What follows belongs to an exercise in optimizing a design on an open flow for small area, a short achievable clock period and few clock cycles per item; a production flow would make more cautious choices. Only simulation tests tie the RTL to the original design; equivalence was not proved.

==> flow/design.v (excerpt) <==
module midpoint_ellipse_rasterizer_top #(
  parameter int RADIUS_BITS = 10,
  parameter int COORD_BITS  = 11
) (
  input  wire logic                                   clk_i,
  input  wire logic                                   rst_ni,
  input  wire logic                                   cfg_we_i,
  input  wire logic [mer_pkg::CFG_IDX_W-1:0]          cfg_idx_i,
  input  wire logic [((COORD_BITS > RADIUS_BITS) ? COORD_BITS : RADIUS_BITS)-1:0] cfg_data_i,
  input  wire logic                                   in_valid_i,
  output logic                                        in_stall_o,
  input  wire logic                                   restart_i,
  output logic                                        out_valid_o,
  input  wire logic                                   out_stall_i,
  output logic signed [mer_pkg::PIX_W-1:0]            pixel_x_o,
  output logic signed [mer_pkg::PIX_W-1:0]            pixel_y_o,
  output logic                                        last_o,
  output logic                                        finished_o
);
clock: 10.0 ns
lec_check: 0
cap_margin: 20
core_margin: 2
core_utilization: 40
cts_cluster_diameter: 70
cts_cluster_size: 20
setup_slack_margin: 5
slew_margin: 20
standard.sh (not shown) runs the stock make flow with config.mk's settings and CLKGATE_MAP_FILE= SYNTH_SCRIPT=/design/flow/synth_recipe.tcl, a recipe that flattens the netlist after the stock synthesis.
==> flow/flow/run.sh <==
#!/bin/bash
set -euo pipefail
bash standard.sh SETUP_SLACK_MARGIN=6.8 finish > standard_flow.log 2>&1
Testbench counts at the start, summed over its fixed seeds: cycles 64,740, beats 62,804.
Rerun with:
--- a/flow/design.v
+++ b/flow/design.v
@@ -104,25 +104,26 @@
   logic [1:0]  bcnt_q;                 
   logic        none_q;                 
   logic        reg2_q;                 
   logic        out_valid_q;
   logic        pass_req_q;             
   logic        dec_valid_q;            
   logic        sw2_q, init1_q, init2_q;
   logic        rs_q, m1_q, m2_q;       
   logic [3:0]  mcnt_q;
   logic        step_a, sw1_a, sw2_a, i1_a, act_a;   
   logic        ka0, ka1, ka2, ka3;     
   logic        kb2;                    
-  logic        xen_q, yen_q, b2_q;     
+  logic        yen_q, b2_q;            
+  logic        den_q;                  
   logic [10:0] zq;                     
   logic        step_b, sw1_b, sw2_b, i1_b, act_b, kb0, kb3;  
   logic [9:0]  x_q, y_q;
   logic [32:0] sx_q, sy_q;             
   logic [43:0] d_q;                    
   logic [19:0] rx2_q, ry2_q;
   logic        csx_q, csy_q;           
   logic        c1_q, c2_q, cp_q;       
   logic        cmp_q;
   logic [10:0] xq, yq;                 
   logic        da_q, db_q;             
   logic        ca_q, cb_q;             
@@ -190,28 +191,28 @@
   always_comb begin
     z_n = 11'd0;
     if (step_a || i1_a) begin
       if (ka0) z_n = {rsel[8:0], 2'b00};
       if (ka1) z_n = rsel[19:9];
     end
     if (sw1_a) begin
       if (ka0) z_n = rx2_q[10:0];
       if (ka1) z_n = {2'b00, rx2_q[19:11]};
     end
     if (sw2_a) z_n = ~two_ry2_a;
   end
-  assign opx = (xen_q ? xq : 11'd0) | {8'd0, b2_q, 2'b00};
-  assign opy = yen_q ? yq : 11'd0;
+  assign opx = xq | {8'd0, b2_q, 2'b00};
+  assign opy = yq;
   assign opz = zq;
-  assign dop   = i1_b ? 11'd0 : d_q[10:0];
+  assign dop   = den_q ? d_q[10:0] : 11'd0;
   assign s1    = dop ^ opx ^ opy;
   assign m1    = (dop & opx) | (dop & opy) | (opx & opy);
   assign c1v   = {m1[9:0], kb0 ? two_cin : c1_q};
   assign s2    = s1 ^ c1v ^ opz;
   assign m2    = (s1 & c1v) | (s1 & opz) | (c1v & opz);
   assign c2v   = {m2[9:0], !kb0 && c2_q};
   assign cpa_w = {1'b0, s2, 1'b1} + {1'b0, c2v, kb0 ? sw1_b : cp_q};
   assign dsum  = cpa_w[11:1];
   assign dco   = cpa_w[12];
   logic [12:0] cmp_w;
   logic        sw_now;
   assign cmp_w  = {1'b0, sxnew, 1'b1} + {1'b0, ~synew, kb0 || cmp_q};
@@ -223,27 +224,34 @@
     issue_sw2  = 1'b0;
     issue_i1   = 1'b0;
     issue_i2   = 1'b0;
     issue_step = 1'b0;
     if (free_a) begin
       if (sw_now)          issue_sw1  = 1'b1;
       else if (sw2_q)      issue_sw2  = 1'b1;
       else if (init1_q)    issue_i1   = 1'b1;
       else if (init2_q)    issue_i2   = 1'b1;
       else if (pass_req_q) issue_step = 1'b1;
     end
   end
-  logic da_n, db_n;
-  assign da_n = (act_b && kb3) ? (!reg2_n || dsum[10]) : da_q;
-  assign db_n = (act_b && kb3) ? (reg2_n || !dsum[10]) : db_q;
+  logic [2:0]  cin3, k3;
+  logic [10:0] top_w;
+  logic        sgn, dfin, da_n, db_n;
+  assign cin3  = {2'b00, c1_q} + {2'b00, c2_q} + {2'b00, cp_q};
+  assign k3    = cin3 - ((step_b && yen_q) ? 3'd1 : (sw1_b || sw2_b) ? 3'd2 : 3'd0);
+  assign top_w = dop + {{8{k3[2]}}, k3};
+  assign sgn   = top_w[10];
+  assign dfin  = act_b && kb3;
+  assign da_n  = dfin ? (!reg2_q || sgn) : da_q;
+  assign db_n  = dfin ? (reg2_q || !sgn) : db_q;
   assign reg2_n = reg2_q || issue_sw1;
   always_ff @(posedge clk_i or negedge rst_ni) begin
     if (!rst_ni) begin
       pend_q      <= 1'b0;
       pend_rs_q   <= 1'b0;
       step_q      <= 1'b0;
       em_q        <= 1'b0;
       em_fin_q    <= 1'b0;
       bcnt_q      <= 2'd0;
       none_q      <= 1'b1;
       reg2_q      <= 1'b0;
       out_valid_q <= 1'b0;
@@ -375,32 +383,32 @@
   assign rot_y = rot_x && !i1_a;
   assign wb_y  = wb_x && !i1_b;
   logic rs_go;
   assign rs_go = rs_q && eng_idle;
   always_ff @(posedge clk_i) begin
     csx_q <= csx_a;
     csy_q <= csy_a;
     zq    <= z_n;
     c1_q  <= m1[10];
     c2_q  <= m2[10];
     cp_q  <= dco;
     cmp_q <= cmp_w[12];
-    xq    <= x_n;
-    yq    <= y_n;
+    xq    <= (!step_a || da_n) ? x_n : 11'd0;
+    yq    <= (!step_a || db_n) ? y_n : 11'd0;
     if (act_b) d_q <= {dsum, d_q[43:11]};
     da_q  <= da_n;
     db_q  <= db_n;
-    xen_q <= !step_a || da_n;
     yen_q <= !step_a || db_n;
     b2_q  <= step_a && ka0 && db_n;
+    den_q <= !i1_a;
     if (step_b && kb0) begin
       ca_q <= da_q;
       cb_q <= db_q;
     end
     if (rot_x) begin
       sx_q <= {sx_q[10:0], wb_x ? sxnew : sx_q[32:22], sx_q[21:11]};
     end else if (wb_x) begin
       sx_q[32:22] <= sxnew;
     end
     if (m2_q) begin
       sy_q <= {msp, sy_q[9:1]};
     end else if (m1_q && mcnt_q == 4'd9) begin
What happened:
- via count rises by about 5%
- die area rises by about 3%
- hold slack barely changes
- area after synthesis rises by about 3%
- fmax rises by about 4.3%
- global-route usage falls by 0.61 points
Testbench counts after the change, summed over its fixed seeds: cycles 64,740, beats 62,804.

---

Starting RTL as in the previous note.
clock: 10.0 ns
lec_check: 0
cap_margin: 20
core_margin: 2
core_utilization: 40
cts_cluster_diameter: 70
cts_cluster_size: 20
setup_slack_margin: 5
slew_margin: 20
==> flow/flow/run.sh <==
#!/bin/bash
set -euo pipefail
bash standard.sh SETUP_SLACK_MARGIN=7.0 finish > standard_flow.log 2>&1
Testbench counts at the start, summed over its fixed seeds: cycles 64,740, beats 62,804.
Change:
--- a/flow/design.v
+++ b/flow/design.v
@@ -105,23 +105,24 @@
   logic        none_q;                 
   logic        reg2_q;                 
   logic        out_valid_q;
   logic        pass_req_q;             
   logic        dec_valid_q;            
   logic        sw2_q, init1_q, init2_q;
   logic        rs_q, m1_q, m2_q;       
   logic [3:0]  mcnt_q;
   logic        step_a, sw1_a, sw2_a, i1_a, act_a;   
   logic        ka0, ka1, ka2, ka3;     
   logic        kb2;                    
-  logic        xen_q, yen_q, b2_q;     
+  logic        yen_q, b2_q;            
+  logic        den_q;                  
   logic [10:0] zq;                     
   logic        step_b, sw1_b, sw2_b, i1_b, act_b, kb0, kb3;  
   logic [9:0]  x_q, y_q;
   logic [32:0] sx_q, sy_q;             
   logic [43:0] d_q;                    
   logic [19:0] rx2_q, ry2_q;
   logic        csx_q, csy_q;           
   logic        c1_q, c2_q, cp_q;       
   logic        cmp_q;
   logic [10:0] xq, yq;                 
   logic        da_q, db_q;             
@@ -191,26 +192,26 @@
     z_n = 11'd0;
     if (step_a || i1_a) begin
       if (ka0) z_n = {rsel[8:0], 2'b00};
       if (ka1) z_n = rsel[19:9];
     end
     if (sw1_a) begin
       if (ka0) z_n = rx2_q[10:0];
       if (ka1) z_n = {2'b00, rx2_q[19:11]};
     end
     if (sw2_a) z_n = ~two_ry2_a;
   end
-  assign opx = (xen_q ? xq : 11'd0) | {8'd0, b2_q, 2'b00};
-  assign opy = yen_q ? yq : 11'd0;
+  assign opx = xq | {8'd0, b2_q, 2'b00};
+  assign opy = yq;
   assign opz = zq;
-  assign dop   = i1_b ? 11'd0 : d_q[10:0];
+  assign dop   = den_q ? d_q[10:0] : 11'd0;
   assign s1    = dop ^ opx ^ opy;
   assign m1    = (dop & opx) | (dop & opy) | (opx & opy);
   assign c1v   = {m1[9:0], kb0 ? two_cin : c1_q};
   assign s2    = s1 ^ c1v ^ opz;
   assign m2    = (s1 & c1v) | (s1 & opz) | (c1v & opz);
   assign c2v   = {m2[9:0], !kb0 && c2_q};
   assign cpa_w = {1'b0, s2, 1'b1} + {1'b0, c2v, kb0 ? sw1_b : cp_q};
   assign dsum  = cpa_w[11:1];
   assign dco   = cpa_w[12];
   logic [12:0] cmp_w;
   logic        sw_now;
@@ -224,25 +225,32 @@
     issue_i1   = 1'b0;
     issue_i2   = 1'b0;
     issue_step = 1'b0;
     if (free_a) begin
       if (sw_now)          issue_sw1  = 1'b1;
       else if (sw2_q)      issue_sw2  = 1'b1;
       else if (init1_q)    issue_i1   = 1'b1;
       else if (init2_q)    issue_i2   = 1'b1;
       else if (pass_req_q) issue_step = 1'b1;
     end
   end
-  logic da_n, db_n;
-  assign da_n = (act_b && kb3) ? (!reg2_n || dsum[10]) : da_q;
-  assign db_n = (act_b && kb3) ? (reg2_n || !dsum[10]) : db_q;
+  logic [2:0]  cin3, k3;
+  logic [10:0] top_w;
+  logic        sgn, dfin, da_n, db_n;
+  assign cin3  = {2'b00, c1_q} + {2'b00, c2_q} + {2'b00, cp_q};
+  assign k3    = cin3 - ((step_b && yen_q) ? 3'd1 : (sw1_b || sw2_b) ? 3'd2 : 3'd0);
+  assign top_w = dop + {{8{k3[2]}}, k3};
+  assign sgn   = top_w[10];
+  assign dfin  = act_b && kb3;
+  assign da_n  = dfin ? (!reg2_q || sgn) : da_q;
+  assign db_n  = dfin ? (reg2_q || !sgn) : db_q;
   assign reg2_n = reg2_q || issue_sw1;
   always_ff @(posedge clk_i or negedge rst_ni) begin
     if (!rst_ni) begin
       pend_q      <= 1'b0;
       pend_rs_q   <= 1'b0;
       step_q      <= 1'b0;
       em_q        <= 1'b0;
       em_fin_q    <= 1'b0;
       bcnt_q      <= 2'd0;
       none_q      <= 1'b1;
       reg2_q      <= 1'b0;
@@ -376,30 +384,30 @@
   assign wb_y  = wb_x && !i1_b;
   logic rs_go;
   assign rs_go = rs_q && eng_idle;
   always_ff @(posedge clk_i) begin
     csx_q <= csx_a;
     csy_q <= csy_a;
     zq    <= z_n;
     c1_q  <= m1[10];
     c2_q  <= m2[10];
     cp_q  <= dco;
     cmp_q <= cmp_w[12];
-    xq    <= x_n;
-    yq    <= y_n;
+    xq    <= (!step_a || da_n) ? x_n : 11'd0;
+    yq    <= (!step_a || db_n) ? y_n : 11'd0;
     if (act_b) d_q <= {dsum, d_q[43:11]};
     da_q  <= da_n;
     db_q  <= db_n;
-    xen_q <= !step_a || da_n;
     yen_q <= !step_a || db_n;
     b2_q  <= step_a && ka0 && db_n;
+    den_q <= !i1_a;
     if (step_b && kb0) begin
       ca_q <= da_q;
       cb_q <= db_q;
     end
     if (rot_x) begin
       sx_q <= {sx_q[10:0], wb_x ? sxnew : sx_q[32:22], sx_q[21:11]};
     end else if (wb_x) begin
       sx_q[32:22] <= sxnew;
     end
     if (m2_q) begin
       sy_q <= {msp, sy_q[9:1]};
What happened:
- setup slack improves by 0.061 ns
- routed wire length grows by 2.5%
- maximum frequency grows by 1.9%
- hold slack degrades by 0.010 ns
- first-iteration DRC count grows by 28%
- core utilization grows by 0.28 points
- sequential share of layout area shrinks by 1.3 points
- sequential cell count does not change
Testbench counts after the change, summed over its fixed seeds: cycles 64,740, beats 62,804.

## separate check: timing with driven ports
The results above use ideal ports. As a check the final layouts listed here were re-extracted and re-timed, cells and wires unchanged.
Step 1: set_driving_cell puts a clkbuf_16 on clk_i and a buf_2 on each other input, an assumption about the parent block.
Step 2, shift: input delay + t, output delay - t, t = (earliest + latest rising clock arrival at the registers) / 2. This alone moves slack from input paths to output paths.
Three values: ideal ports, drivers, drivers and shift; two values: the first two.
run | shift t [ns] | slack for setup (ns) | clock arrival spread, ns
the first run of note 1 | 0.627 | 6.599 / 6.599 / 6.260 | 0.028 / 0.028
the second run of note 1 | 0.625 | 6.738 / 6.738 / 6.310 | 0.026 / 0.027
the first run of note 2 | 0.617 | 6.641 / 6.641 / 6.549 | 0.025 / 0.025
the second run of note 2 | 0.627 | 6.702 / 6.702 / 6.562 | 0.024 / 0.024
After both steps setup and hold are still met in every run listed. The setup slack of the second run of note 1, which loses most, moves by 0.000 ns with the drivers and by -0.428 ns with both steps.
